Background: an optimization exercise with open tools, aiming at small area, a short achievable clock period and few clock cycles per item. Do not read the settings as production practice. The RTL was checked by simulation tests, not by an equivalence proof against the original design. Power figures rest on the tool's default switching activity, not on a simulated workload.

==> design.v <==
package pel_pkg;
    localparam int PEL_WIDTH = 16;
    localparam int ACC_WIDTH = 32;
    typedef logic [PEL_WIDTH-1:0] pel_t;
    typedef logic [ACC_WIDTH-1:0] acc_t;
endpackage
package coef_pkg;
    localparam int COEF_WIDTH = 16;
    localparam int FRAC_BITS = 11;
    typedef logic [COEF_WIDTH-1:0] coef_t;
    localparam coef_t COEF_ONE = coef_t'(1 << FRAC_BITS);
endpackage
module scaler (
    input  logic          clk,
    input  logic          rst_n,
    input  logic          in_write,
    input  pel_pkg::pel_t in_din,
    output logic          in_full,
    input  logic [15:0]   coef,
    input  logic          out_read,
    output pel_pkg::pel_t out_dout,
    output logic          out_empty
);
    logic          v1, v2;
    pel_pkg::pel_t pel_d, pel_q;
    logic [7:0]    one_q, two_q, neg_q;
    logic          b15_q;
    logic [15:0]   s_d, c_d;
    logic [15:1]   t_d, g_d, t_q, g_q;
    logic          y0_d, y0_q, ci_d, ci_q;
    logic          go2, adv, acc;
    logic [16:0] cx;
    assign cx = {coef, 1'b0};
    always_ff @(posedge clk)
    begin
        for (int j = 0; j < 8; j++)
        begin
            one_q[j] <= cx[2*j+1] ^ cx[2*j];
            two_q[j] <= (cx[2*j+2] & ~cx[2*j+1] & ~cx[2*j])
                      | (~cx[2*j+2] & cx[2*j+1] & cx[2*j]);
            neg_q[j] <= cx[2*j+2];
        end
        b15_q <= coef[15];
    end
    assign go2     = ~v2 | out_read;
    assign adv     = v1 & go2;
    assign in_full = v1 & ~go2;
    assign acc     = in_write & ~in_full;
    lane_hold u_hold (
        .d   (in_din),
        .q   (pel_q),
        .v1  (v1),
        .v2  (v2),
        .rd  (out_read),
        .y   (pel_d)
    );
    mul_tree u_tree (
        .a    (pel_q),
        .one  (one_q),
        .two  (two_q),
        .neg  (neg_q),
        .b15  (b15_q),
        .s    (s_d),
        .c    (c_d)
    );
    assign t_d  = s_d[15:1] | c_d[15:1];
    assign g_d  = s_d[15:1] & c_d[15:1];
    assign y0_d = s_d[0] ^ c_d[0];
    assign ci_d = s_d[0] & c_d[0];
    always_ff @(posedge clk)
    begin
        pel_q <= pel_d;
        if (go2)
        begin
            t_q  <= t_d;
            g_q  <= g_d;
            y0_q <= y0_d;
            ci_q <= ci_d;
        end
    end
    always_ff @(posedge clk or negedge rst_n)
    begin
        if (!rst_n)
        begin
            v1 <= 1'b0;
            v2 <= 1'b0;
        end
        else
        begin
            v1 <= acc | (v1 & ~adv);
            if (go2)
                v2 <= v1;
        end
    end
    mul_cpa u_cpa (
        .t  (t_q),
        .g  (g_q),
        .ci (ci_q),
        .y  (out_dout[15:1])
    );
    assign out_dout[0] = y0_q;
    assign out_empty   = ~v2;
endmodule
module lane_hold (
    input  logic [15:0] d,
    input  logic [15:0] q,
    input  logic        v1,
    input  logic        v2,
    input  logic        rd,
    output logic [15:0] y
);
    assign y = (v1 & v2 & ~rd) ? q : d;
endmodule
module mul_tree (
    input  logic [15:0] a,
    input  logic [7:0]  one,
    input  logic [7:0]  two,
    input  logic [7:0]  neg,
    input  logic        b15,
    output logic [15:0] s,
    output logic [15:0] c
);
    logic pp_0_0;
    logic pp_0_1;
    logic pp_0_2;
    logic pp_0_3;
    logic pp_0_4;
    logic pp_0_5;
    logic pp_0_6;
    logic pp_0_7;
    logic pp_0_8;
    logic pp_0_9;
    logic pp_0_10;
    logic pp_0_11;
    logic pp_0_12;
    logic pp_0_13;
    logic pp_0_14;
    logic pp_0_15;
    logic pp_0_16;
    logic ns_0;
    logic pp_1_0;
    logic pp_1_1;
    logic pp_1_2;
    logic pp_1_3;
    logic pp_1_4;
    logic pp_1_5;
    logic pp_1_6;
    logic pp_1_7;
    logic pp_1_8;
    logic pp_1_9;
    logic pp_1_10;
    logic pp_1_11;
    logic pp_1_12;
    logic pp_1_13;
    logic pp_1_14;
    logic pp_1_15;
    logic pp_1_16;
    logic ns_1;
    logic pp_2_0;
    logic pp_2_1;
    logic pp_2_2;
    logic pp_2_3;
    logic pp_2_4;
    logic pp_2_5;
    logic pp_2_6;
    logic pp_2_7;
    logic pp_2_8;
    logic pp_2_9;
    logic pp_2_10;
    logic pp_2_11;
    logic pp_2_12;
    logic pp_2_13;
    logic pp_2_14;
    logic pp_2_15;
    logic pp_2_16;
    logic ns_2;
    logic pp_3_0;
    logic pp_3_1;
    logic pp_3_2;
    logic pp_3_3;
    logic pp_3_4;
    logic pp_3_5;
    logic pp_3_6;
    logic pp_3_7;
    logic pp_3_8;
    logic pp_3_9;
    logic pp_3_10;
    logic pp_3_11;
    logic pp_3_12;
    logic pp_3_13;
    logic pp_3_14;
    logic pp_3_15;
    logic pp_3_16;
    logic ns_3;
    logic pp_4_0;
    logic pp_4_1;
    logic pp_4_2;
    logic pp_4_3;
    logic pp_4_4;
    logic pp_4_5;
    logic pp_4_6;
    logic pp_4_7;
    logic pp_4_8;
    logic pp_4_9;
    logic pp_4_10;
    logic pp_4_11;
    logic pp_4_12;
    logic pp_4_13;
    logic pp_4_14;
    logic pp_4_15;
    logic pp_4_16;
    logic ns_4;
    logic pp_5_0;
    logic pp_5_1;
    logic pp_5_2;
    logic pp_5_3;
    logic pp_5_4;
    logic pp_5_5;
    logic pp_5_6;
    logic pp_5_7;
    logic pp_5_8;
    logic pp_5_9;
    logic pp_5_10;
    logic pp_5_11;
    logic pp_5_12;
    logic pp_5_13;
    logic pp_5_14;
    logic pp_5_15;
    logic pp_5_16;
    logic pp_6_0;
    logic pp_6_1;
    logic pp_6_2;
    logic pp_6_3;
    logic pp_6_4;
    logic pp_6_5;
    logic pp_6_6;
    logic pp_6_7;
    logic pp_6_8;
    logic pp_6_9;
    logic pp_6_10;
    logic pp_6_11;
    logic pp_6_12;
    logic pp_6_13;
    logic pp_6_14;
    logic pp_7_0;
    logic pp_7_1;
    logic pp_7_2;
    logic pp_7_3;
    logic pp_7_4;
    logic pp_7_5;
    logic pp_7_6;
    logic pp_7_7;
    logic pp_7_8;
    logic pp_7_9;
    logic pp_7_10;
    logic pp_7_11;
    logic pp_7_12;
    logic pp_8_0;
    logic pp_8_1;
    logic pp_8_2;
    logic pp_8_3;
    logic pp_8_4;
    logic pp_8_5;
    logic pp_8_6;
    logic pp_8_7;
    logic pp_8_8;
    logic pp_8_9;
    logic pp_8_10;
    logic nc_17;
    logic nc_18;
    logic nc_20;
    logic nc_22;
    logic nc_24;
    logic nc_26;
    logic hs_0;
    logic hc_0;
    logic hs_1;
    logic hc_1;
    logic fs_0;
    logic fc_0;
    logic hs_2;
    logic hc_2;
    logic fs_1;
    logic fc_1;
    logic hs_3;
    logic hc_3;
    logic fs_2;
    logic fc_2;
    logic fs_3;
    logic fc_3;
    logic hs_4;
    logic hc_4;
    logic fs_4;
    logic fc_4;
    logic fs_5;
    logic fc_5;
    logic hs_5;
    logic hc_5;
    logic fs_6;
    logic fc_6;
    logic fs_7;
    logic fc_7;
    logic fs_8;
    logic fc_8;
    logic hs_6;
    logic hc_6;
    logic fs_9;
    logic fc_9;
    logic fs_10;
    logic fc_10;
    logic fs_11;
    logic fc_11;
    logic hs_7;
    logic hc_7;
    logic fs_12;
    logic fc_12;
    logic fs_13;
    logic fc_13;
    logic fs_14;
    logic fc_14;
    logic fs_15;
    logic fc_15;
    logic hs_8;
    logic hc_8;
    logic lg_0;
    logic lt_0;
    logic lg_2;
    logic lt_2;
    logic lg_3;
    logic lt_3;
    logic lg_4;
    logic lt_4;
    logic lg_5;
    logic lt_5;
    logic lg_6;
    logic lt_6;
    logic lg_7;
    logic lt_7;
    logic lg_8;
    logic lt_8;
    logic lg_9;
    logic lt_9;
    logic lg_10;
    logic lt_10;
    logic lcg0;
    logic lcg1;
    logic lcg2;
    logic lct2;
    logic lcg3;
    logic lcg4;
    logic lct4;
    logic lcg5;
    logic lcg6;
    logic lct6;
    logic lcg7;
    logic lcg8;
    logic lct8;
    logic fs_16;
    logic fc_16;
    logic fs_17;
    logic fc_17;
    logic fs_18;
    logic fc_18;
    logic fs_19;
    logic fc_19;
    logic fs_21;
    logic fc_21;
    logic fs_22;
    logic fc_22;
    logic fs_23;
    logic fc_23;
    logic fs_24;
    logic fc_24;
    logic fs_25;
    logic fc_25;
    logic hc_9;
    logic fs_26;
    logic fc_26;
    logic fs_27;
    logic fc_27;
    logic fs_28;
    logic fc_28;
    logic fs_29;
    logic fc_29;
    logic fc_30;
    logic fs_31;
    logic fc_31;
    logic fs_32;
    logic fc_32;
    logic fs_33;
    logic fc_33;
    logic fs_34;
    logic fc_34;
    logic fs_35;
    logic fc_35;
    logic fs_36;
    logic fc_36;
    logic fs_37;
    logic fc_37;
    logic fs_38;
    logic fc_38;
    logic fs_39;
    logic fc_39;
    logic fs_40;
    logic fc_40;
    logic fs_41;
    logic fc_41;
    logic fs_42;
    logic fc_42;
    logic fs_43;
    logic fc_43;
    logic fs_44;
    logic fc_44;
    logic fs_45;
    logic fc_45;
    logic fs_46;
    logic fc_46;
    logic fs_47;
    logic fc_47;
    logic fs_48;
    logic fc_48;
    logic fs_50;
    logic fc_50;
    logic fs_51;
    logic fc_51;
    logic fs_52;
    logic fc_52;
    logic fs_53;
    logic fc_53;
    logic fs_54;
    logic fc_54;
    logic fs_55;
    logic fc_55;
    logic fs_57;
    logic fc_57;
    logic fs_58;
    logic fc_58;
    logic fs_59;
    logic fc_59;
    logic fs_60;
    logic fc_60;
    logic fs_61;
    logic fc_61;
    logic fs_62;
    logic fc_62;
    logic fs_64;
    logic fc_64;
    logic fs_65;
    logic fc_65;
    logic fs_66;
    logic fc_66;
    logic fs_67;
    logic fc_67;
    logic fs_68;
    logic fc_68;
    logic fs_69;
    logic fc_69;
    logic fs_71;
    logic fc_71;
    logic fs_72;
    logic fc_72;
    logic fs_73;
    logic fc_73;
    logic fs_74;
    logic fc_74;
    logic fs_75;
    logic fc_75;
    logic fs_77;
    logic fc_77;
    logic fs_78;
    logic fc_78;
    logic fs_79;
    logic fc_79;
    logic fs_80;
    logic fc_80;
    logic fs_81;
    logic fc_81;
    logic fs_83;
    logic fc_83;
    logic fs_84;
    logic fc_84;
    logic fs_85;
    logic fc_85;
    logic fs_86;
    logic fc_86;
    logic fs_88;
    logic fc_88;
    logic fs_89;
    logic fc_89;
    logic fs_90;
    logic fc_90;
    logic fs_91;
    logic fc_91;
    logic fs_93;
    logic fc_93;
    logic fs_94;
    logic fc_94;
    logic fs_95;
    logic fc_95;
    logic fs_97;
    logic fc_97;
    logic fs_98;
    logic fc_98;
    logic fs_99;
    logic fc_99;
    logic fs_101;
    logic fc_101;
    logic fs_102;
    logic fc_102;
    logic fc_103;
    assign pp_0_0 = ((one[0] & a[0])) ^ neg[0];
    assign pp_0_1 = ((one[0] & a[1]) | (two[0] & a[0])) ^ neg[0];
    assign pp_0_2 = ((one[0] & a[2]) | (two[0] & a[1])) ^ neg[0];
    assign pp_0_3 = ((one[0] & a[3]) | (two[0] & a[2])) ^ neg[0];
    assign pp_0_4 = ((one[0] & a[4]) | (two[0] & a[3])) ^ neg[0];
    assign pp_0_5 = ((one[0] & a[5]) | (two[0] & a[4])) ^ neg[0];
    assign pp_0_6 = ((one[0] & a[6]) | (two[0] & a[5])) ^ neg[0];
    assign pp_0_7 = ((one[0] & a[7]) | (two[0] & a[6])) ^ neg[0];
    assign pp_0_8 = ((one[0] & a[8]) | (two[0] & a[7])) ^ neg[0];
    assign pp_0_9 = ((one[0] & a[9]) | (two[0] & a[8])) ^ neg[0];
    assign pp_0_10 = ((one[0] & a[10]) | (two[0] & a[9])) ^ neg[0];
    assign pp_0_11 = ((one[0] & a[11]) | (two[0] & a[10])) ^ neg[0];
    assign pp_0_12 = ((one[0] & a[12]) | (two[0] & a[11])) ^ neg[0];
    assign pp_0_13 = ((one[0] & a[13]) | (two[0] & a[12])) ^ neg[0];
    assign pp_0_14 = ((one[0] & a[14]) | (two[0] & a[13])) ^ neg[0];
    assign pp_0_15 = ((one[0] & a[15]) | (two[0] & a[14])) ^ neg[0];
    assign pp_0_16 = ((two[0] & a[15])) ^ neg[0];
    assign ns_0 = ~neg[0];
    assign pp_1_0 = ((one[1] & a[0])) ^ neg[1];
    assign pp_1_1 = ((one[1] & a[1]) | (two[1] & a[0])) ^ neg[1];
    assign pp_1_2 = ((one[1] & a[2]) | (two[1] & a[1])) ^ neg[1];
    assign pp_1_3 = ((one[1] & a[3]) | (two[1] & a[2])) ^ neg[1];
    assign pp_1_4 = ((one[1] & a[4]) | (two[1] & a[3])) ^ neg[1];
    assign pp_1_5 = ((one[1] & a[5]) | (two[1] & a[4])) ^ neg[1];
    assign pp_1_6 = ((one[1] & a[6]) | (two[1] & a[5])) ^ neg[1];
    assign pp_1_7 = ((one[1] & a[7]) | (two[1] & a[6])) ^ neg[1];
    assign pp_1_8 = ((one[1] & a[8]) | (two[1] & a[7])) ^ neg[1];
    assign pp_1_9 = ((one[1] & a[9]) | (two[1] & a[8])) ^ neg[1];
    assign pp_1_10 = ((one[1] & a[10]) | (two[1] & a[9])) ^ neg[1];
    assign pp_1_11 = ((one[1] & a[11]) | (two[1] & a[10])) ^ neg[1];
    assign pp_1_12 = ((one[1] & a[12]) | (two[1] & a[11])) ^ neg[1];
    assign pp_1_13 = ((one[1] & a[13]) | (two[1] & a[12])) ^ neg[1];
    assign pp_1_14 = ((one[1] & a[14]) | (two[1] & a[13])) ^ neg[1];
    assign pp_1_15 = ((one[1] & a[15]) | (two[1] & a[14])) ^ neg[1];
    assign pp_1_16 = ((two[1] & a[15])) ^ neg[1];
    assign ns_1 = ~neg[1];
    assign pp_2_0 = ((one[2] & a[0])) ^ neg[2];
    assign pp_2_1 = ((one[2] & a[1]) | (two[2] & a[0])) ^ neg[2];
    assign pp_2_2 = ((one[2] & a[2]) | (two[2] & a[1])) ^ neg[2];
    assign pp_2_3 = ((one[2] & a[3]) | (two[2] & a[2])) ^ neg[2];
    assign pp_2_4 = ((one[2] & a[4]) | (two[2] & a[3])) ^ neg[2];
    assign pp_2_5 = ((one[2] & a[5]) | (two[2] & a[4])) ^ neg[2];
    assign pp_2_6 = ((one[2] & a[6]) | (two[2] & a[5])) ^ neg[2];
    assign pp_2_7 = ((one[2] & a[7]) | (two[2] & a[6])) ^ neg[2];
    assign pp_2_8 = ((one[2] & a[8]) | (two[2] & a[7])) ^ neg[2];
    assign pp_2_9 = ((one[2] & a[9]) | (two[2] & a[8])) ^ neg[2];
    assign pp_2_10 = ((one[2] & a[10]) | (two[2] & a[9])) ^ neg[2];
    assign pp_2_11 = ((one[2] & a[11]) | (two[2] & a[10])) ^ neg[2];
    assign pp_2_12 = ((one[2] & a[12]) | (two[2] & a[11])) ^ neg[2];
    assign pp_2_13 = ((one[2] & a[13]) | (two[2] & a[12])) ^ neg[2];
    assign pp_2_14 = ((one[2] & a[14]) | (two[2] & a[13])) ^ neg[2];
    assign pp_2_15 = ((one[2] & a[15]) | (two[2] & a[14])) ^ neg[2];
    assign pp_2_16 = ((two[2] & a[15])) ^ neg[2];
    assign ns_2 = ~neg[2];
    assign pp_3_0 = ((one[3] & a[0])) ^ neg[3];
    assign pp_3_1 = ((one[3] & a[1]) | (two[3] & a[0])) ^ neg[3];
    assign pp_3_2 = ((one[3] & a[2]) | (two[3] & a[1])) ^ neg[3];
    assign pp_3_3 = ((one[3] & a[3]) | (two[3] & a[2])) ^ neg[3];
    assign pp_3_4 = ((one[3] & a[4]) | (two[3] & a[3])) ^ neg[3];
    assign pp_3_5 = ((one[3] & a[5]) | (two[3] & a[4])) ^ neg[3];
    assign pp_3_6 = ((one[3] & a[6]) | (two[3] & a[5])) ^ neg[3];
    assign pp_3_7 = ((one[3] & a[7]) | (two[3] & a[6])) ^ neg[3];
    assign pp_3_8 = ((one[3] & a[8]) | (two[3] & a[7])) ^ neg[3];
    assign pp_3_9 = ((one[3] & a[9]) | (two[3] & a[8])) ^ neg[3];
    assign pp_3_10 = ((one[3] & a[10]) | (two[3] & a[9])) ^ neg[3];
    assign pp_3_11 = ((one[3] & a[11]) | (two[3] & a[10])) ^ neg[3];
    assign pp_3_12 = ((one[3] & a[12]) | (two[3] & a[11])) ^ neg[3];
    assign pp_3_13 = ((one[3] & a[13]) | (two[3] & a[12])) ^ neg[3];
    assign pp_3_14 = ((one[3] & a[14]) | (two[3] & a[13])) ^ neg[3];
    assign pp_3_15 = ((one[3] & a[15]) | (two[3] & a[14])) ^ neg[3];
    assign pp_3_16 = ((two[3] & a[15])) ^ neg[3];
    assign ns_3 = ~neg[3];
    assign pp_4_0 = ((one[4] & a[0])) ^ neg[4];
    assign pp_4_1 = ((one[4] & a[1]) | (two[4] & a[0])) ^ neg[4];
    assign pp_4_2 = ((one[4] & a[2]) | (two[4] & a[1])) ^ neg[4];
    assign pp_4_3 = ((one[4] & a[3]) | (two[4] & a[2])) ^ neg[4];
    assign pp_4_4 = ((one[4] & a[4]) | (two[4] & a[3])) ^ neg[4];
    assign pp_4_5 = ((one[4] & a[5]) | (two[4] & a[4])) ^ neg[4];
    assign pp_4_6 = ((one[4] & a[6]) | (two[4] & a[5])) ^ neg[4];
    assign pp_4_7 = ((one[4] & a[7]) | (two[4] & a[6])) ^ neg[4];
    assign pp_4_8 = ((one[4] & a[8]) | (two[4] & a[7])) ^ neg[4];
    assign pp_4_9 = ((one[4] & a[9]) | (two[4] & a[8])) ^ neg[4];
    assign pp_4_10 = ((one[4] & a[10]) | (two[4] & a[9])) ^ neg[4];
    assign pp_4_11 = ((one[4] & a[11]) | (two[4] & a[10])) ^ neg[4];
    assign pp_4_12 = ((one[4] & a[12]) | (two[4] & a[11])) ^ neg[4];
    assign pp_4_13 = ((one[4] & a[13]) | (two[4] & a[12])) ^ neg[4];
    assign pp_4_14 = ((one[4] & a[14]) | (two[4] & a[13])) ^ neg[4];
    assign pp_4_15 = ((one[4] & a[15]) | (two[4] & a[14])) ^ neg[4];
    assign pp_4_16 = ((two[4] & a[15])) ^ neg[4];
    assign ns_4 = ~neg[4];
    assign pp_5_0 = ((one[5] & a[0])) ^ neg[5];
    assign pp_5_1 = ((one[5] & a[1]) | (two[5] & a[0])) ^ neg[5];
    assign pp_5_2 = ((one[5] & a[2]) | (two[5] & a[1])) ^ neg[5];
    assign pp_5_3 = ((one[5] & a[3]) | (two[5] & a[2])) ^ neg[5];
    assign pp_5_4 = ((one[5] & a[4]) | (two[5] & a[3])) ^ neg[5];
    assign pp_5_5 = ((one[5] & a[5]) | (two[5] & a[4])) ^ neg[5];
    assign pp_5_6 = ((one[5] & a[6]) | (two[5] & a[5])) ^ neg[5];
    assign pp_5_7 = ((one[5] & a[7]) | (two[5] & a[6])) ^ neg[5];
    assign pp_5_8 = ((one[5] & a[8]) | (two[5] & a[7])) ^ neg[5];
    assign pp_5_9 = ((one[5] & a[9]) | (two[5] & a[8])) ^ neg[5];
    assign pp_5_10 = ((one[5] & a[10]) | (two[5] & a[9])) ^ neg[5];
    assign pp_5_11 = ((one[5] & a[11]) | (two[5] & a[10])) ^ neg[5];
    assign pp_5_12 = ((one[5] & a[12]) | (two[5] & a[11])) ^ neg[5];
    assign pp_5_13 = ((one[5] & a[13]) | (two[5] & a[12])) ^ neg[5];
    assign pp_5_14 = ((one[5] & a[14]) | (two[5] & a[13])) ^ neg[5];
    assign pp_5_15 = ((one[5] & a[15]) | (two[5] & a[14])) ^ neg[5];
    assign pp_5_16 = ((two[5] & a[15])) ^ neg[5];
    assign pp_6_0 = ((one[6] & a[0])) ^ neg[6];
    assign pp_6_1 = ((one[6] & a[1]) | (two[6] & a[0])) ^ neg[6];
    assign pp_6_2 = ((one[6] & a[2]) | (two[6] & a[1])) ^ neg[6];
    assign pp_6_3 = ((one[6] & a[3]) | (two[6] & a[2])) ^ neg[6];
    assign pp_6_4 = ((one[6] & a[4]) | (two[6] & a[3])) ^ neg[6];
    assign pp_6_5 = ((one[6] & a[5]) | (two[6] & a[4])) ^ neg[6];
    assign pp_6_6 = ((one[6] & a[6]) | (two[6] & a[5])) ^ neg[6];
    assign pp_6_7 = ((one[6] & a[7]) | (two[6] & a[6])) ^ neg[6];
    assign pp_6_8 = ((one[6] & a[8]) | (two[6] & a[7])) ^ neg[6];
    assign pp_6_9 = ((one[6] & a[9]) | (two[6] & a[8])) ^ neg[6];
    assign pp_6_10 = ((one[6] & a[10]) | (two[6] & a[9])) ^ neg[6];
    assign pp_6_11 = ((one[6] & a[11]) | (two[6] & a[10])) ^ neg[6];
    assign pp_6_12 = ((one[6] & a[12]) | (two[6] & a[11])) ^ neg[6];
    assign pp_6_13 = ((one[6] & a[13]) | (two[6] & a[12])) ^ neg[6];
    assign pp_6_14 = ((one[6] & a[14]) | (two[6] & a[13])) ^ neg[6];
    assign pp_7_0 = ((one[7] & a[0])) ^ neg[7];
    assign pp_7_1 = ((one[7] & a[1]) | (two[7] & a[0])) ^ neg[7];
    assign pp_7_2 = ((one[7] & a[2]) | (two[7] & a[1])) ^ neg[7];
    assign pp_7_3 = ((one[7] & a[3]) | (two[7] & a[2])) ^ neg[7];
    assign pp_7_4 = ((one[7] & a[4]) | (two[7] & a[3])) ^ neg[7];
    assign pp_7_5 = ((one[7] & a[5]) | (two[7] & a[4])) ^ neg[7];
    assign pp_7_6 = ((one[7] & a[6]) | (two[7] & a[5])) ^ neg[7];
    assign pp_7_7 = ((one[7] & a[7]) | (two[7] & a[6])) ^ neg[7];
    assign pp_7_8 = ((one[7] & a[8]) | (two[7] & a[7])) ^ neg[7];
    assign pp_7_9 = ((one[7] & a[9]) | (two[7] & a[8])) ^ neg[7];
    assign pp_7_10 = ((one[7] & a[10]) | (two[7] & a[9])) ^ neg[7];
    assign pp_7_11 = ((one[7] & a[11]) | (two[7] & a[10])) ^ neg[7];
    assign pp_7_12 = ((one[7] & a[12]) | (two[7] & a[11])) ^ neg[7];
    assign pp_8_0 = b15 & a[0];
    assign pp_8_1 = b15 & a[1];
    assign pp_8_2 = b15 & a[2];
    assign pp_8_3 = b15 & a[3];
    assign pp_8_4 = b15 & a[4];
    assign pp_8_5 = b15 & a[5];
    assign pp_8_6 = b15 & a[6];
    assign pp_8_7 = b15 & a[7];
    assign pp_8_8 = b15 & a[8];
    assign pp_8_9 = b15 & a[9];
    assign pp_8_10 = b15 & a[10];
    assign nc_17 = ~ns_0;
    assign nc_18 = ~ns_0;
    assign nc_20 = ~pp_8_4;
    assign nc_22 = ~pp_8_6;
    assign nc_24 = ~pp_8_8;
    assign nc_26 = ~pp_8_10;
    mul_ha u_hs_0 (.a(neg[1]), .b(pp_0_2), .s(hs_0), .c(hc_0));
    mul_ha u_hs_1 (.a(pp_0_3), .b(pp_1_1), .s(hs_1), .c(hc_1));
    mul_fa u_fs_0 (.a(neg[2]), .b(pp_0_4), .ci(pp_1_2), .s(fs_0), .co(fc_0));
    mul_ha u_hs_2 (.a(pp_2_0), .b(hc_1), .s(hs_2), .c(hc_2));
    mul_fa u_fs_1 (.a(pp_0_5), .b(pp_1_3), .ci(pp_2_1), .s(fs_1), .co(fc_1));
    mul_ha u_hs_3 (.a(hc_2), .b(fc_0), .s(hs_3), .c(hc_3));
    mul_fa u_fs_2 (.a(neg[3]), .b(pp_0_6), .ci(pp_1_4), .s(fs_2), .co(fc_2));
    mul_fa u_fs_3 (.a(pp_2_2), .b(pp_3_0), .ci(fc_1), .s(fs_3), .co(fc_3));
    mul_ha u_hs_4 (.a(fs_2), .b(hc_3), .s(hs_4), .c(hc_4));
    mul_fa u_fs_4 (.a(pp_0_7), .b(pp_1_5), .ci(pp_2_3), .s(fs_4), .co(fc_4));
    mul_fa u_fs_5 (.a(pp_3_1), .b(fc_2), .ci(fs_4), .s(fs_5), .co(fc_5));
    mul_ha u_hs_5 (.a(fc_3), .b(hc_4), .s(hs_5), .c(hc_5));
    mul_fa u_fs_6 (.a(neg[4]), .b(pp_0_8), .ci(pp_1_6), .s(fs_6), .co(fc_6));
    mul_fa u_fs_7 (.a(pp_2_4), .b(pp_3_2), .ci(pp_4_0), .s(fs_7), .co(fc_7));
    mul_fa u_fs_8 (.a(fc_4), .b(fs_6), .ci(fs_7), .s(fs_8), .co(fc_8));
    mul_ha u_hs_6 (.a(fc_5), .b(hc_5), .s(hs_6), .c(hc_6));
    mul_fa u_fs_9 (.a(pp_0_9), .b(pp_1_7), .ci(pp_2_5), .s(fs_9), .co(fc_9));
    mul_fa u_fs_10 (.a(pp_3_3), .b(pp_4_1), .ci(fc_6), .s(fs_10), .co(fc_10));
    mul_fa u_fs_11 (.a(fc_7), .b(fs_9), .ci(fc_8), .s(fs_11), .co(fc_11));
    mul_ha u_hs_7 (.a(fs_10), .b(hc_6), .s(hs_7), .c(hc_7));
    mul_fa u_fs_12 (.a(neg[5]), .b(pp_0_10), .ci(pp_1_8), .s(fs_12), .co(fc_12));
    mul_fa u_fs_13 (.a(pp_2_6), .b(pp_3_4), .ci(pp_4_2), .s(fs_13), .co(fc_13));
    mul_fa u_fs_14 (.a(pp_5_0), .b(fc_9), .ci(fs_12), .s(fs_14), .co(fc_14));
    mul_fa u_fs_15 (.a(fs_13), .b(fc_10), .ci(fs_14), .s(fs_15), .co(fc_15));
    mul_ha u_hs_8 (.a(fc_11), .b(hc_7), .s(hs_8), .c(hc_8));
    assign lg_0 = neg[0] & pp_0_0;
    assign lt_0 = neg[0] | pp_0_0;
    assign lg_2 = pp_1_0 & hs_0;
    assign lt_2 = pp_1_0 | hs_0;
    assign lg_3 = hc_0 & hs_1;
    assign lt_3 = hc_0 | hs_1;
    assign lg_4 = fs_0 & hs_2;
    assign lt_4 = fs_0 | hs_2;
    assign lg_5 = fs_1 & hs_3;
    assign lt_5 = fs_1 | hs_3;
    assign lg_6 = fs_3 & hs_4;
    assign lt_6 = fs_3 | hs_4;
    assign lg_7 = fs_5 & hs_5;
    assign lt_7 = fs_5 | hs_5;
    assign lg_8 = fs_8 & hs_6;
    assign lt_8 = fs_8 | hs_6;
    assign lg_9 = fs_11 & hs_7;
    assign lt_9 = fs_11 | hs_7;
    assign lg_10 = fs_15 & hs_8;
    assign lt_10 = fs_15 | hs_8;
    assign lcg0 = 1'b0 | (pp_0_1 & lg_0);
    assign lcg1 = lg_2 | (lt_2 & lcg0);
    assign lcg2 = lg_4 | (lt_4 & lg_3);
    assign lct2 = lt_4 & lt_3;
    assign lcg3 = lcg2 | (lct2 & lcg1);
    assign lcg4 = lg_6 | (lt_6 & lg_5);
    assign lct4 = lt_6 & lt_5;
    assign lcg5 = lcg4 | (lct4 & lcg3);
    assign lcg6 = lg_8 | (lt_8 & lg_7);
    assign lct6 = lt_8 & lt_7;
    assign lcg7 = lcg6 | (lct6 & lcg5);
    assign lcg8 = lg_10 | (lt_10 & lg_9);
    assign lct8 = lt_10 & lt_9;
    assign c[0] = lcg8 | (lct8 & lcg7);
    mul_fa u_fs_16 (.a(pp_0_11), .b(pp_1_9), .ci(pp_2_7), .s(fs_16), .co(fc_16));
    mul_fa u_fs_17 (.a(pp_3_5), .b(pp_4_3), .ci(pp_5_1), .s(fs_17), .co(fc_17));
    mul_fa u_fs_18 (.a(fc_12), .b(fc_13), .ci(fs_16), .s(fs_18), .co(fc_18));
    mul_fa u_fs_19 (.a(fs_17), .b(fc_14), .ci(fs_18), .s(fs_19), .co(fc_19));
    mul_fa u_fs_20 (.a(fc_15), .b(fs_19), .ci(hc_8), .s(s[0]), .co(c[1]));
    mul_fa u_fs_21 (.a(neg[6]), .b(pp_0_12), .ci(pp_1_10), .s(fs_21), .co(fc_21));
    mul_fa u_fs_22 (.a(pp_2_8), .b(pp_3_6), .ci(pp_4_4), .s(fs_22), .co(fc_22));
    mul_fa u_fs_23 (.a(pp_5_2), .b(pp_6_0), .ci(fc_16), .s(fs_23), .co(fc_23));
    mul_fa u_fs_24 (.a(fc_17), .b(fs_21), .ci(fs_22), .s(fs_24), .co(fc_24));
    mul_fa u_fs_25 (.a(fc_18), .b(fs_23), .ci(fs_24), .s(fs_25), .co(fc_25));
    mul_ha u_hs_9 (.a(fc_19), .b(fs_25), .s(s[1]), .c(hc_9));
    mul_fa u_fs_26 (.a(pp_0_13), .b(pp_1_11), .ci(pp_2_9), .s(fs_26), .co(fc_26));
    mul_fa u_fs_27 (.a(pp_3_7), .b(pp_4_5), .ci(pp_5_3), .s(fs_27), .co(fc_27));
    mul_fa u_fs_28 (.a(pp_6_1), .b(fc_21), .ci(fc_22), .s(fs_28), .co(fc_28));
    mul_fa u_fs_29 (.a(fs_26), .b(fs_27), .ci(fc_23), .s(fs_29), .co(fc_29));
    mul_fa u_fs_30 (.a(fc_24), .b(fs_28), .ci(fs_29), .s(s[2]), .co(fc_30));
    mul_ha u_hs_10 (.a(fc_25), .b(hc_9), .s(c[2]), .c(s[3]));
    mul_fa u_fs_31 (.a(neg[7]), .b(pp_0_14), .ci(pp_1_12), .s(fs_31), .co(fc_31));
    mul_fa u_fs_32 (.a(pp_2_10), .b(pp_3_8), .ci(pp_4_6), .s(fs_32), .co(fc_32));
    mul_fa u_fs_33 (.a(pp_5_4), .b(pp_6_2), .ci(pp_7_0), .s(fs_33), .co(fc_33));
    mul_fa u_fs_34 (.a(fc_26), .b(fc_27), .ci(fs_31), .s(fs_34), .co(fc_34));
    mul_fa u_fs_35 (.a(fs_32), .b(fs_33), .ci(fc_28), .s(fs_35), .co(fc_35));
    mul_fa u_fs_36 (.a(fs_34), .b(fc_29), .ci(fs_35), .s(fs_36), .co(fc_36));
    mul_ha u_hs_11 (.a(fc_30), .b(fs_36), .s(c[3]), .c(s[4]));
    mul_fa u_fs_37 (.a(pp_0_15), .b(pp_1_13), .ci(pp_2_11), .s(fs_37), .co(fc_37));
    mul_fa u_fs_38 (.a(pp_3_9), .b(pp_4_7), .ci(pp_5_5), .s(fs_38), .co(fc_38));
    mul_fa u_fs_39 (.a(pp_6_3), .b(pp_7_1), .ci(fc_31), .s(fs_39), .co(fc_39));
    mul_fa u_fs_40 (.a(fc_32), .b(fc_33), .ci(fs_37), .s(fs_40), .co(fc_40));
    mul_fa u_fs_41 (.a(fs_38), .b(fc_34), .ci(fs_39), .s(fs_41), .co(fc_41));
    mul_fa u_fs_42 (.a(fs_40), .b(fc_35), .ci(fs_41), .s(fs_42), .co(fc_42));
    mul_ha u_hs_12 (.a(fc_36), .b(fs_42), .s(c[4]), .c(s[5]));
    mul_fa u_fs_43 (.a(pp_8_0), .b(pp_0_16), .ci(pp_1_14), .s(fs_43), .co(fc_43));
    mul_fa u_fs_44 (.a(pp_2_12), .b(pp_3_10), .ci(pp_4_8), .s(fs_44), .co(fc_44));
    mul_fa u_fs_45 (.a(pp_5_6), .b(pp_6_4), .ci(pp_7_2), .s(fs_45), .co(fc_45));
    mul_fa u_fs_46 (.a(fc_37), .b(fc_38), .ci(fs_43), .s(fs_46), .co(fc_46));
    mul_fa u_fs_47 (.a(fs_44), .b(fs_45), .ci(fc_39), .s(fs_47), .co(fc_47));
    mul_fa u_fs_48 (.a(fc_40), .b(fs_46), .ci(fc_41), .s(fs_48), .co(fc_48));
    mul_fa u_fs_49 (.a(fs_47), .b(fc_42), .ci(fs_48), .s(c[5]), .co(s[6]));
    mul_fa u_fs_50 (.a(nc_17), .b(pp_8_1), .ci(pp_1_15), .s(fs_50), .co(fc_50));
    mul_fa u_fs_51 (.a(pp_2_13), .b(pp_3_11), .ci(pp_4_9), .s(fs_51), .co(fc_51));
    mul_fa u_fs_52 (.a(pp_5_7), .b(pp_6_5), .ci(pp_7_3), .s(fs_52), .co(fc_52));
    mul_fa u_fs_53 (.a(fc_43), .b(fc_44), .ci(fc_45), .s(fs_53), .co(fc_53));
    mul_fa u_fs_54 (.a(fs_50), .b(fs_51), .ci(fs_52), .s(fs_54), .co(fc_54));
    mul_fa u_fs_55 (.a(fc_46), .b(fs_53), .ci(fs_54), .s(fs_55), .co(fc_55));
    mul_fa u_fs_56 (.a(fc_47), .b(fs_55), .ci(fc_48), .s(c[6]), .co(c[7]));
    mul_fa u_fs_57 (.a(nc_18), .b(pp_8_2), .ci(pp_1_16), .s(fs_57), .co(fc_57));
    mul_fa u_fs_58 (.a(pp_2_14), .b(pp_3_12), .ci(pp_4_10), .s(fs_58), .co(fc_58));
    mul_fa u_fs_59 (.a(pp_5_8), .b(pp_6_6), .ci(pp_7_4), .s(fs_59), .co(fc_59));
    mul_fa u_fs_60 (.a(fc_50), .b(fc_51), .ci(fc_52), .s(fs_60), .co(fc_60));
    mul_fa u_fs_61 (.a(fs_57), .b(fs_58), .ci(fs_59), .s(fs_61), .co(fc_61));
    mul_fa u_fs_62 (.a(fc_53), .b(fc_54), .ci(fs_60), .s(fs_62), .co(fc_62));
    mul_fa u_fs_63 (.a(fs_61), .b(fc_55), .ci(fs_62), .s(s[7]), .co(s[8]));
    mul_fa u_fs_64 (.a(ns_1), .b(ns_0), .ci(pp_8_3), .s(fs_64), .co(fc_64));
    mul_fa u_fs_65 (.a(pp_2_15), .b(pp_3_13), .ci(pp_4_11), .s(fs_65), .co(fc_65));
    mul_fa u_fs_66 (.a(pp_5_9), .b(pp_6_7), .ci(pp_7_5), .s(fs_66), .co(fc_66));
    mul_fa u_fs_67 (.a(fs_64), .b(fc_57), .ci(fc_58), .s(fs_67), .co(fc_67));
    mul_fa u_fs_68 (.a(fc_59), .b(fs_65), .ci(fs_66), .s(fs_68), .co(fc_68));
    mul_fa u_fs_69 (.a(fc_60), .b(fc_61), .ci(fs_67), .s(fs_69), .co(fc_69));
    mul_fa u_fs_70 (.a(fs_68), .b(fc_62), .ci(fs_69), .s(c[8]), .co(s[9]));
    mul_fa u_fs_71 (.a(nc_20), .b(pp_2_16), .ci(pp_3_14), .s(fs_71), .co(fc_71));
    mul_fa u_fs_72 (.a(pp_4_12), .b(pp_5_10), .ci(pp_6_8), .s(fs_72), .co(fc_72));
    mul_fa u_fs_73 (.a(pp_7_6), .b(fc_64), .ci(fc_65), .s(fs_73), .co(fc_73));
    mul_fa u_fs_74 (.a(fc_66), .b(fs_71), .ci(fs_72), .s(fs_74), .co(fc_74));
    mul_fa u_fs_75 (.a(fc_67), .b(fc_68), .ci(fs_73), .s(fs_75), .co(fc_75));
    mul_fa u_fs_76 (.a(fs_74), .b(fc_69), .ci(fs_75), .s(c[9]), .co(s[10]));
    mul_fa u_fs_77 (.a(ns_2), .b(pp_8_5), .ci(pp_8_4), .s(fs_77), .co(fc_77));
    mul_fa u_fs_78 (.a(pp_3_15), .b(pp_4_13), .ci(pp_5_11), .s(fs_78), .co(fc_78));
    mul_fa u_fs_79 (.a(pp_6_9), .b(pp_7_7), .ci(fs_77), .s(fs_79), .co(fc_79));
    mul_fa u_fs_80 (.a(fc_71), .b(fc_72), .ci(fs_78), .s(fs_80), .co(fc_80));
    mul_fa u_fs_81 (.a(fs_79), .b(fc_73), .ci(fc_74), .s(fs_81), .co(fc_81));
    mul_fa u_fs_82 (.a(fs_80), .b(fc_75), .ci(fs_81), .s(c[10]), .co(s[11]));
    mul_fa u_fs_83 (.a(nc_22), .b(pp_3_16), .ci(pp_4_14), .s(fs_83), .co(fc_83));
    mul_fa u_fs_84 (.a(pp_5_12), .b(pp_6_10), .ci(pp_7_8), .s(fs_84), .co(fc_84));
    mul_fa u_fs_85 (.a(fc_77), .b(fc_78), .ci(fs_83), .s(fs_85), .co(fc_85));
    mul_fa u_fs_86 (.a(fs_84), .b(fc_79), .ci(fc_80), .s(fs_86), .co(fc_86));
    mul_fa u_fs_87 (.a(fs_85), .b(fc_81), .ci(fs_86), .s(c[11]), .co(s[12]));
    mul_fa u_fs_88 (.a(ns_3), .b(pp_8_7), .ci(pp_8_6), .s(fs_88), .co(fc_88));
    mul_fa u_fs_89 (.a(pp_4_15), .b(pp_5_13), .ci(pp_6_11), .s(fs_89), .co(fc_89));
    mul_fa u_fs_90 (.a(pp_7_9), .b(fs_88), .ci(fc_83), .s(fs_90), .co(fc_90));
    mul_fa u_fs_91 (.a(fc_84), .b(fs_89), .ci(fc_85), .s(fs_91), .co(fc_91));
    mul_fa u_fs_92 (.a(fs_90), .b(fc_86), .ci(fs_91), .s(c[12]), .co(s[13]));
    mul_fa u_fs_93 (.a(nc_24), .b(pp_4_16), .ci(pp_5_14), .s(fs_93), .co(fc_93));
    mul_fa u_fs_94 (.a(pp_6_12), .b(pp_7_10), .ci(fc_88), .s(fs_94), .co(fc_94));
    mul_fa u_fs_95 (.a(fc_89), .b(fs_93), .ci(fs_94), .s(fs_95), .co(fc_95));
    mul_fa u_fs_96 (.a(fc_90), .b(fs_95), .ci(fc_91), .s(c[13]), .co(c[14]));
    mul_fa u_fs_97 (.a(ns_4), .b(pp_8_9), .ci(pp_8_8), .s(fs_97), .co(fc_97));
    mul_fa u_fs_98 (.a(pp_5_15), .b(pp_6_13), .ci(pp_7_11), .s(fs_98), .co(fc_98));
    mul_fa u_fs_99 (.a(fs_97), .b(fc_93), .ci(fs_98), .s(fs_99), .co(fc_99));
    mul_fa u_fs_100 (.a(fc_94), .b(fs_99), .ci(fc_95), .s(s[14]), .co(c[15]));
    mul_fa u_fs_101 (.a(nc_26), .b(pp_5_16), .ci(pp_6_14), .s(fs_101), .co(fc_101));
    mul_fa u_fs_102 (.a(pp_7_12), .b(fc_97), .ci(fc_98), .s(fs_102), .co(fc_102));
    mul_fa u_fs_103 (.a(fs_101), .b(fc_99), .ci(fs_102), .s(s[15]), .co(fc_103));
endmodule
module mul_fa (
    input  logic a,
    input  logic b,
    input  logic ci,
    output logic s,
    output logic co
);
    assign s  = a ^ b ^ ci;
    assign co = (a & b) | (ci & (a ^ b));
endmodule
module mul_ha (
    input  logic a,
    input  logic b,
    output logic s,
    output logic c
);
    assign s = a ^ b;
    assign c = a & b;
endmodule
module mul_cpa (
    input  logic [14:0] t,
    input  logic [14:0] g,
    input  logic        ci,
    output logic [14:0] y
);
    logic g0_1;
    assign g0_1 = g[0] | (t[0] & ci);
    logic g0_3;
    assign g0_3 = g[2] | (t[2] & g[1]);
    logic t0_3;
    assign t0_3 = t[2] & t[1];
    logic g0_5;
    assign g0_5 = g[4] | (t[4] & g[3]);
    logic t0_5;
    assign t0_5 = t[4] & t[3];
    logic g0_7;
    assign g0_7 = g[6] | (t[6] & g[5]);
    logic t0_7;
    assign t0_7 = t[6] & t[5];
    logic g0_9;
    assign g0_9 = g[8] | (t[8] & g[7]);
    logic t0_9;
    assign t0_9 = t[8] & t[7];
    logic g0_11;
    assign g0_11 = g[10] | (t[10] & g[9]);
    logic t0_11;
    assign t0_11 = t[10] & t[9];
    logic g0_13;
    assign g0_13 = g[12] | (t[12] & g[11]);
    logic t0_13;
    assign t0_13 = t[12] & t[11];
    logic g0_15;
    assign g0_15 = g[14] | (t[14] & g[13]);
    logic t0_15;
    assign t0_15 = t[14] & t[13];
    logic g1_2;
    assign g1_2 = g[1] | (t[1] & g0_1);
    logic g1_3;
    assign g1_3 = g0_3 | (t0_3 & g0_1);
    logic g1_6;
    assign g1_6 = g[5] | (t[5] & g0_5);
    logic t1_6;
    assign t1_6 = t[5] & t0_5;
    logic g1_7;
    assign g1_7 = g0_7 | (t0_7 & g0_5);
    logic t1_7;
    assign t1_7 = t0_7 & t0_5;
    logic g1_10;
    assign g1_10 = g[9] | (t[9] & g0_9);
    logic t1_10;
    assign t1_10 = t[9] & t0_9;
    logic g1_11;
    assign g1_11 = g0_11 | (t0_11 & g0_9);
    logic t1_11;
    assign t1_11 = t0_11 & t0_9;
    logic g1_14;
    assign g1_14 = g[13] | (t[13] & g0_13);
    logic t1_14;
    assign t1_14 = t[13] & t0_13;
    logic g1_15;
    assign g1_15 = g0_15 | (t0_15 & g0_13);
    logic t1_15;
    assign t1_15 = t0_15 & t0_13;
    logic g2_4;
    assign g2_4 = g[3] | (t[3] & g1_3);
    logic g2_5;
    assign g2_5 = g0_5 | (t0_5 & g1_3);
    logic g2_6;
    assign g2_6 = g1_6 | (t1_6 & g1_3);
    logic g2_7;
    assign g2_7 = g1_7 | (t1_7 & g1_3);
    logic g2_12;
    assign g2_12 = g[11] | (t[11] & g1_11);
    logic t2_12;
    assign t2_12 = t[11] & t1_11;
    logic g2_13;
    assign g2_13 = g0_13 | (t0_13 & g1_11);
    logic t2_13;
    assign t2_13 = t0_13 & t1_11;
    logic g2_14;
    assign g2_14 = g1_14 | (t1_14 & g1_11);
    logic t2_14;
    assign t2_14 = t1_14 & t1_11;
    logic g2_15;
    assign g2_15 = g1_15 | (t1_15 & g1_11);
    logic t2_15;
    assign t2_15 = t1_15 & t1_11;
    logic g3_8;
    assign g3_8 = g[7] | (t[7] & g2_7);
    logic g3_9;
    assign g3_9 = g0_9 | (t0_9 & g2_7);
    logic g3_10;
    assign g3_10 = g1_10 | (t1_10 & g2_7);
    logic g3_11;
    assign g3_11 = g1_11 | (t1_11 & g2_7);
    logic g3_12;
    assign g3_12 = g2_12 | (t2_12 & g2_7);
    logic g3_13;
    assign g3_13 = g2_13 | (t2_13 & g2_7);
    logic g3_14;
    assign g3_14 = g2_14 | (t2_14 & g2_7);
    logic g3_15;
    assign g3_15 = g2_15 | (t2_15 & g2_7);
    assign y[0] = (t[0] & ~g[0]) ^ ci;
    assign y[1] = (t[1] & ~g[1]) ^ g0_1;
    assign y[2] = (t[2] & ~g[2]) ^ g1_2;
    assign y[3] = (t[3] & ~g[3]) ^ g1_3;
    assign y[4] = (t[4] & ~g[4]) ^ g2_4;
    assign y[5] = (t[5] & ~g[5]) ^ g2_5;
    assign y[6] = (t[6] & ~g[6]) ^ g2_6;
    assign y[7] = (t[7] & ~g[7]) ^ g2_7;
    assign y[8] = (t[8] & ~g[8]) ^ g3_8;
    assign y[9] = (t[9] & ~g[9]) ^ g3_9;
    assign y[10] = (t[10] & ~g[10]) ^ g3_10;
    assign y[11] = (t[11] & ~g[11]) ^ g3_11;
    assign y[12] = (t[12] & ~g[12]) ^ g3_12;
    assign y[13] = (t[13] & ~g[13]) ^ g3_13;
    assign y[14] = (t[14] & ~g[14]) ^ g3_14;
endmodule
module pel_scaler_top #(
    parameter int FLUX  = 2,
    parameter int DEPTH = 4
) (
    input  logic                              clk,
    input  logic                              rst_n,
    input  logic            [FLUX-1:0]        in_write,
    input  pel_pkg::pel_t   [FLUX-1:0]        in_din,
    output logic            [FLUX-1:0]        in_full,
    input  coef_pkg::coef_t [FLUX-1:0]        coef,
    input  logic            [FLUX-1:0]        out_read,
    output pel_pkg::pel_t   [FLUX-1:0]        out_dout,
    output logic            [FLUX-1:0]        out_empty
);
    genvar f;
    generate
        for (f = 0; f < FLUX; f++)
        begin : g_lane
            scaler u_lane (
                .clk       (clk),
                .rst_n     (rst_n),
                .in_write  (in_write[f]),
                .in_din    (in_din[f]),
                .in_full   (in_full[f]),
                .coef      (coef[f]),
                .out_read  (out_read[f]),
                .out_dout  (out_dout[f]),
                .out_empty (out_empty[f])
            );
        end
    endgenerate
endmodule
==> flow/run.sh <==
#!/bin/bash
# the standard layout, with plain buffers (not delay cells) on the ports
bash standard.sh "BUFFER_PORTS_ARGS=-buffer_cell sky130_fd_sc_hd__buf_2" finish > standard.log 2>&1
==> standard.sh <==
#!/bin/bash
# synth_recipe.tcl (not shown) runs the flow's synth.tcl, then flattens the netlist and writes it again
# the make line also repeats each setting of config.mk as NAME=value (left out here)
make -C /OpenROAD-flow-scripts/flow DESIGN_CONFIG=/design/flow/config.mk WORK_HOME=/design/flow/orfs CLKGATE_MAP_FILE= SYNTH_SCRIPT=/design/flow/synth_recipe.tcl "${@:-finish}"
==> config.mk <==
export PLATFORM = sky130hd
export DESIGN_NAME = pel_scaler_top
export DESIGN_NICKNAME = pel_scaler_top
export VERILOG_FILES = /design/flow/design.v
export SDC_FILE = /design/flow/constraint.sdc
export NUM_CORES = 4
export LEC_CHECK = 0
export CAP_MARGIN = 20
export CORE_MARGIN = 2
export CORE_UTILIZATION = 65
export CTS_BUF_LIST = sky130_fd_sc_hd__clkbuf_4 sky130_fd_sc_hd__clkbuf_8
export CTS_CLUSTER_DIAMETER = 100
export CTS_CLUSTER_SIZE = 30
export PLACE_DENSITY = 0.75
export SETUP_SLACK_MARGIN = 4.3
export SLEW_MARGIN = 20
export SYNTH_HIERARCHICAL = 1
export TNS_END_PERCENT = 100
==> constraint.sdc <==
create_clock -name core_clock -period 8.0 [get_ports {clk}]
set_input_delay 1.6000 -clock core_clock [delete_from_list [all_inputs] [get_ports {clk}]]
set_output_delay 1.6000 -clock core_clock [all_outputs]
set_load 0.01 [all_outputs]
==> results.json, run 1 <==
{
  "outcome": "complete, no violations",
  "worst_pin_slew_ps": 630,
  "fmax_mhz": 270,
  "synthAdderAreaFrac_pct": 28.6,
  "dp_cells": 1745,
  "yosysTopAreaCell": "fa_1",
  "dp_slack_ps": 3820,
  "grt.met2_usage_pct": 41.5,
  "die_area_um2": 25500,
  "synthesis.nets": 1752,
  "ys_ff_latch": 148,
  "max-cap-violations": 0,
  "powerDensity_nw_per_um2": 394,
  "synthCells": 1446,
  "synthXorXnorAreaFrac_pct": 16.4,
  "p_leak_nw": 6.25,
  "clk-insertion-delay-late_ps": 450,
  "synth.mux.area_fraction_pct": 2.76,
  "grt_use_met1_pct": 45.0,
  "viasPerCell": 6.24,
  "synth_ff_type": "dfxtp_1",
  "synth_top_family_by_area": "adder cells",
  "route.detailed.drc": 0,
  "synth.area.top_cells": "fa_1 26%, xnor2_1 16%, edfxtp_1 12%, a22oi_1 11%, dfxtp_1 10%",
  "hold_viol": 0,
  "critPathLaunch": "g_lane[0].u_lane.ci_q$_DFFE_PP_",
  "nets": 1759,
  "drt_first_iter_violations": 1183,
  "worstPathArrival_ps": 2110,
  "drtAntennaViolNets": 0,
  "drt_wl_total_um": 36600,
  "endpoint": "out_dout[14]",
  "synthSimpleGateAreaFrac_pct": 8.38,
  "ys_async_sr_fraction_pct": 2.70,
  "antenna_cells": 0,
  "grt_overflow": 0,
  "clkSlewWorstSetupHoldPaths_ps": 90,
  "drive_gt1_share_pct": 20.5,
  "cp_data_required_time_ps": 6400,
  "cts_sinks": 148,
  "start_kind": "register",
  "place_area_um2": 16100,
  "reg2reg_depth": 14,
  "holdWs_ps": 553,
  "numCtsBuffers": 17,
  "synth-edff-count": 64,
  "slew_headroom_pct": 57.9,
  "rsz0062_at_grt": "true",
  "avgSynthCellArea_um2": 10.9,
  "synth_area_um2": 15800,
  "fin_ws_ps": 4290,
  "num_vias": 11200,
  "top_usage_layer": "met1",
  "syn_to_final_growth_pct": 7.67,
  "use_met3_pct": 8.36,
  "final_common_cell": "xnor2_1",
  "final_cell_count_no_fill": 1789,
  "path_class": "register to output port",
  "tritoncts": "done",
  "stdcell_area_um2": 17000,
  "gr-usage-all-layers_pct": 29.4,
  "max-vdd-ir-drop_mv": 0.204,
  "die_w_um": 160,
  "wire_per_inst_um": 20.5,
  "setup_viol": 0,
  "grt_pass1_wl_um": 60200,
  "cp-end-kind": "output port",
  "r2r-start": "g_lane[1].u_lane.pel_q[5]$_DFF_P_",
  "cts-root-buf": "clkbuf_8",
  "min_period_ps": 3710,
  "cts_max_level": 4,
  "regToRegSetupSlack_ps": 4350,
  "post-route-period-util_pct": 46.3,
  "rows": 57,
  "grt_start_max_net_pins": 34,
  "first_pass_iters": 8,
  "min-delay-path-class": "register to register",
  "place_congestion": 0.917,
  "fill_cells": 1801,
  "fin_setup_tns_ps": 0,
  "yosysSeqAreaShare_pct": 23.0,
  "io_pins": 106,
  "finalClockSkew_ps": 22.7,
  "yosys.area.top_type_share_pct": 26.4,
  "grt_pass1_vias": 11400,
  "dpl.hpwl_um": 26300,
  "reg2reg_to": "g_lane[1].u_lane.y0_q$_DFFE_PP_",
  "antenna_found_initial": 0,
  "initial_core_util_pct": 65.6,
  "layout_common_cells": "282 x xnor2_1, 232 x a22oi_1, 207 x fa_1, 104 x buf_2, 64 x edfxtp_1",
  "synth_compound_area_share_pct": 15.7,
  "die_h_um": 160,
  "maxSlewViolCount": 0,
  "synth_cell_type_count": 49,
  "coreArea_um2": 24000,
  "synth_warnings": 7,
  "cp_max_fo": 4,
  "clk_path_buf_depth": 2,
  "io_buffers": 105
}
[worst min-delay path by stage]
| stage | slack (ps) | cells past startpoint | endpoint | from |
|---|---|---|---|---|
| after floorplan | 450 | 1 | g_lane[0].u_lane.pel_q[0]$_DFF_P_ | g_lane[0].u_lane.pel_q[0]$_DFF_P_ |
| after global placement | 530 | 1 | g_lane[0].u_lane.v2$_DFFE_PN0P_ | g_lane[0].u_lane.v1$_DFF_PN0_ |
| after detailed placement | 540 | 1 | g_lane[1].u_lane.v2$_DFFE_PN0P_ | g_lane[1].u_lane.v1$_DFF_PN0_ |
| after CTS | 550 | 1 | g_lane[0].u_lane.v2$_DFFE_PN0P_ | g_lane[0].u_lane.v1$_DFF_PN0_ |
| after global routing | 570 | 1 | g_lane[1].u_lane.pel_q[5]$_DFF_P_ | g_lane[1].u_lane.pel_q[5]$_DFF_P_ |
| final | 550 | 1 | g_lane[0].u_lane.v2$_DFFE_PN0P_ | g_lane[0].u_lane.v1$_DFF_PN0_ |
[Yosys stat by module, one instance, submodules excluded, excerpt]
module	copies in the design	flops+latches	area [um2]
mul_ha	26	0	12.5
mul_fa	208	0	20.0
scaler	2	74	2250
lane_hold	2	0	249
mul_cpa	2	0	524
mul_tree	2	0	2620
[Yosys cell counts (all sizes together), types with 20 or more instances]
master and instances:
a21oi 32, a22oi 236, and2 46, buf 98
clkbuf 52, dfxtp 80, edfxtp 64, fa 208
ha 28, inv 24, mux2 32, nand2 42
nand2b 30, nor2 20, nor2b 20, o21ai 32
or2 32, xnor2 282
[where the power goes]
part / total [mW] / leakage (nW) / switching (mW) / internal, mW
Clock: 0.652 / 0.220 / 0.300 / 0.351
Combinational: 4.46 / 4.66 / 2.22 / 2.24
Sequential: 1.58 / 1.37 / 0.310 / 1.27
[worst max-delay path, stage by stage (launching register included)]
cell	delay, ps
edfxtp_1	440
a21oi_4	90
o21ai_4	220
a32oi_4	160
o31ai_4	280
a21oi_2	100
xnor2_1	210
buf_2	170
[final cells by class]
cell class	instances	area, um2	area share [%]
multi-input combinational	1124	11400	67.4
sequential	148	3820	22.5
timing repair buffer	138	795	4.68
tap	324	405	2.39
clock buffer	19	255	1.50
clock inverter	12	176	1.04
inverter	24	90.1	0.531
[per-stage QoR]
step	power (mW)	utilization (%)
3_5_place_dp	5.92	67.1
4_1_cts	6.63	69.6
3_3_place_gp	5.70	67.1
2_1_floorplan	4.74	-
6_report	6.70	70.6
5_1_grt	7.40	70.6
[kinds of logic (layout without fill, tap and decap cells)]
family,after synthesis,in the layout
AND/OR/NAND/NOR,226,226
adder cells (fa/ha/maj),236,236
buffers and inverters,174,193
multiplexers,32,32
AO/OA/AOI/OAI,334,334
XOR/XNOR,296,296
flip-flops,148,148
[sequential cells by signal (all words and copies together), names as in the netlist]
| name | count |
|---|---|
| g_lane.u_lane.ci_q | 2 |
| g_lane.u_lane.g_q | 30 |
| g_lane.u_lane.neg_q | 16 |
| g_lane.u_lane.one_q | 16 |
| g_lane.u_lane.pel_q | 32 |
| g_lane.u_lane.t_q | 30 |
| g_lane.u_lane.two_q | 16 |
| g_lane.u_lane.v1 | 2 |
| g_lane.u_lane.v2 | 2 |
| g_lane.u_lane.y0_q | 2 |
[layer usage]
layer | wire length, um | vias to the layer above
li1 | - | 4969
met1 | 16400 | 5493
met2 | 15500 | 659
met3 | 4260 | 48
met4 | 486 | 0
met5 | 0 | -
[repair_timing]
action	in CTS	in global routing
pin swaps	10	12
resized for setup	71	64
setup buffers	6	7
hold buffers	0	0
gates cloned	0	0
endpoints found under the setup margin	40	31
Testbench counts, summed over its fixed seeds: cycles 8,016, items 16,000.
==> run 2: changes to the inputs <==
--- a/config.mk
+++ b/config.mk
@@ -15,4 +15,3 @@
 export SETUP_SLACK_MARGIN = 4.3
 export SLEW_MARGIN = 20
 export SYNTH_HIERARCHICAL = 1
-export TNS_END_PERCENT = 100
==> results.json, run 2 <==
{
  "yosys.area.top_type_share_pct": 26.4,
  "reg2reg_to": "g_lane[1].u_lane.y0_q$_DFFE_PP_",
  "synth-edff-count": 64,
  "rows": 57,
  "rsz0062_at_grt": "true",
  "max_stage_delay_ps": 440,
  "synthesis.nets": 1752,
  "cts_sinks": 148,
  "antenna_cells": 0,
  "start_kind": "register",
  "outcome": "complete, no violations",
  "dp_cells": 1745,
  "die_area_um2": 25500,
  "endpoint": "out_dout[14]",
  "wire_per_inst_um": 20.5,
  "drive_gt1_share_pct": 20.5,
  "final_cell_count_no_fill": 1789,
  "grt_pass1_wl_um": 60200,
  "coreArea_um2": 24000,
  "drtAntennaViolNets": 0,
  "initial_core_util_pct": 65.6,
  "grt_pass1_vias": 11400,
  "setup_viol": 0,
  "min-delay-path-class": "register to register",
  "syn_to_final_growth_pct": 7.67,
  "numCtsBuffers": 17,
  "die_w_um": 160,
  "max-cap-violations": 0,
  "grt_start_max_net_pins": 34,
  "p_leak_nw": 6.25,
  "finalClockSkew_ps": 22.7,
  "clk_path_buf_depth": 2,
  "reg2reg_depth": 14,
  "max-vdd-ir-drop_mv": 0.204,
  "cp_data_required_time_ps": 6400,
  "ys_ff_latch": 148,
  "drt_wl_total_um": 36600,
  "gr-usage-all-layers_pct": 29.4,
  "ys_async_sr_fraction_pct": 2.70,
  "path_class": "register to output port",
  "antenna_found_initial": 0,
  "maxSlewViolCount": 0,
  "drt_first_iter_violations": 1183,
  "ys_top_cells_by_count": "282 x xnor2_1, 236 x a22oi_1, 208 x fa_1",
  "tritoncts": "done",
  "layout_common_cells": "282 x xnor2_1, 232 x a22oi_1, 207 x fa_1, 104 x buf_2, 64 x edfxtp_1",
  "r2r-start": "g_lane[1].u_lane.pel_q[5]$_DFF_P_",
  "critPathLaunch": "g_lane[0].u_lane.ci_q$_DFFE_PP_",
  "fin_setup_tns_ps": 0,
  "synth_most_common_cell": "xnor2_1",
  "num_vias": 11200,
  "worst_pin_slew_ps": 630,
  "synthCells": 1446,
  "min_period_ps": 3710,
  "cp-end-kind": "output port",
  "dpl.hpwl_um": 26300,
  "viasPerCell": 6.24,
  "post-route-period-util_pct": 46.3,
  "cts-root-buf": "clkbuf_8",
  "io_buffers": 105,
  "place_congestion": 0.917,
  "final_common_cell": "xnor2_1",
  "cp_max_fo": 4,
  "nets": 1759,
  "regToRegSetupSlack_ps": 4350,
  "cp_cell_sequence": "a21oi_4, o21ai_4, a32oi_4, o31ai_4, a21oi_2, xnor2_1, buf_2",
  "slew_headroom_pct": 57.9,
  "regMostFlops": "g_lane.u_lane.pel_q",
  "worstPathArrival_ps": 2110,
  "synth_ff_type": "dfxtp_1",
  "powerDensity_nw_per_um2": 394,
  "yosysSeqAreaShare_pct": 23.0,
  "cts_max_level": 4,
  "first_pass_iters": 8,
  "largest_reg_flops": 32,
  "io_pins": 106,
  "hold_viol": 0,
  "fmax_mhz": 270,
  "top_regs": "g_lane.u_lane.pel_q: 32 flops, g_lane.u_lane.g_q: 30 flops, g_lane.u_lane.t_q: 30 flops",
  "synth_area_um2": 15800,
  "synth_cell_type_count": 49,
  "clkSlewWorstSetupHoldPaths_ps": 90,
  "grt_overflow": 0,
  "synth_warnings": 7,
  "die_h_um": 160,
  "avgSynthCellArea_um2": 10.9,
  "yosysTopAreaCell": "fa_1",
  "synth.area.top_cells": "fa_1 26%, xnor2_1 16%, edfxtp_1 12%, a22oi_1 11%, dfxtp_1 10%",
  "route.detailed.drc": 0,
  "cp_slowest_cell": "edfxtp_1",
  "clk-insertion-delay-late_ps": 450
}
run 2: layer usage:
| layer | global-route usage, % | share of wire [%] |
|---|---|---|
| met2 | 41.5 | 42 |
| met3 | 8.36 | 12 |
| met5 | 0 | 0 |
| met1 | 45.0 | 45 |
| met4 | 7.07 | 1.3 |
run 2: area by class of cell:
cell class	instances	area, um2
Clock buffer	19	255
Clock inverter	12	176
Fill cell	1801	7050
Inverter	24	90.1
Multi-Input combinational cell	1124	11400
Sequential cell	148	3820
Tap cell	324	405
Timing Repair Buffer	138	795
run 2: report_power, final:
group	total [mW]	internal [mW]	switching [mW]
logic	4.46	2.24	2.22
registers	1.58	1.27	0.310
clock network	0.652	0.351	0.300
total	6.70	3.86	2.83
run 2: logic make-up (layout without fill, tap and decap cells):
family	count (synthesis)	in the layout	synth area share, %
buffers and inverters	174	193	5.13
DFF	148	148	23.0
AOI/OAI and AO/OA	334	334	15.7
muxes	32	32	2.76
adders and majority gates	236	236	28.6
and+or+nand+nor	226	226	8.38
xor gates and xnor gates	296	296	16.4
run 2: repair_timing:
action / in CTS / in global routing
hold buffers: 0 / 0
endpoints found under the setup margin: 40 / 31
pin swaps: 10 / 12
gates resized for setup: 71 / 64
buffers inserted: 6 / 7
gates cloned: 0 / 0
run 2: worst max-delay path, delay by kind of cell, from the launching register on:
kind                   cells  cell delay, ps
flip-flops                 1             440
XOR/XNOR                   1             210
buffers and inverters      1             170
AO/OA/AOI/OAI              5             850
run 2: Yosys stat by module, one instance, submodules excluded, a selection:
module / times used / cells / cell area (um2)
mul_tree: 2 / 374 / 2620
scaler: 2 / 140 / 2250
mul_cpa: 2 / 74 / 524
lane_hold: 2 / 18 / 249
mul_fa: 208 / 1 / 20.0
mul_ha: 26 / 1 / 12.5
run 2: worst min-delay path by stage:
stage	slack, ps	depth (start not counted)	endpoint	from
after floorplan	450	1	g_lane[0].u_lane.pel_q[0]$_DFF_P_	g_lane[0].u_lane.pel_q[0]$_DFF_P_
after global placement	530	1	g_lane[0].u_lane.v2$_DFFE_PN0P_	g_lane[0].u_lane.v1$_DFF_PN0_
after detailed placement	540	1	g_lane[1].u_lane.v2$_DFFE_PN0P_	g_lane[1].u_lane.v1$_DFF_PN0_
after CTS	550	1	g_lane[0].u_lane.v2$_DFFE_PN0P_	g_lane[0].u_lane.v1$_DFF_PN0_
after global routing	570	1	g_lane[1].u_lane.pel_q[5]$_DFF_P_	g_lane[1].u_lane.pel_q[5]$_DFF_P_
final	550	1	g_lane[0].u_lane.v2$_DFFE_PN0P_	g_lane[0].u_lane.v1$_DFF_PN0_
run 2: per-stage QoR:
step	worst slack, ps	utilization (%)	power (mW)	cell area (um2)	hold slack [ps]
2_1_floorplan	4350	-	4.74	15800	452
3_3_place_gp	3920	67.1	5.70	16100	529
3_5_place_dp	3820	67.1	5.92	16100	535
4_1_cts	4240	69.6	6.63	16700	553
5_1_grt	4180	70.6	7.40	17000	566
6_report	4290	70.6	6.70	17000	553

[afterwards: timing with drivers on the ports]
The results above use ideal ports. As a check the final layouts listed here were re-extracted and re-timed, cells and wires unchanged. Step 1 assumes that a clkbuf_16 drives the clock port and a buf_2 every other input. Step 2 moves the port delays by t, midway between the first and last clock arrival at a register: inputs arrive t later, outputs are due t later. That takes back most of the time a late clock gives input paths. a / b / c = no drivers / after step 1 / after step 2; a / b = the first two.
run | shift t [ns] | slack for setup (ns) | worst hold slack (ns) | worst setup path after step 2 | pins driven straight from the clock port
run 1 | 0.481 | 4.293 / 4.248 / 4.324 | 0.553 / 0.553 / 0.553 | input to output | 1
run 2 | 0.481 | 4.293 / 4.248 / 4.324 | 0.553 / 0.553 / 0.553 | input to output | 1
After both steps every run listed still meets setup and hold.
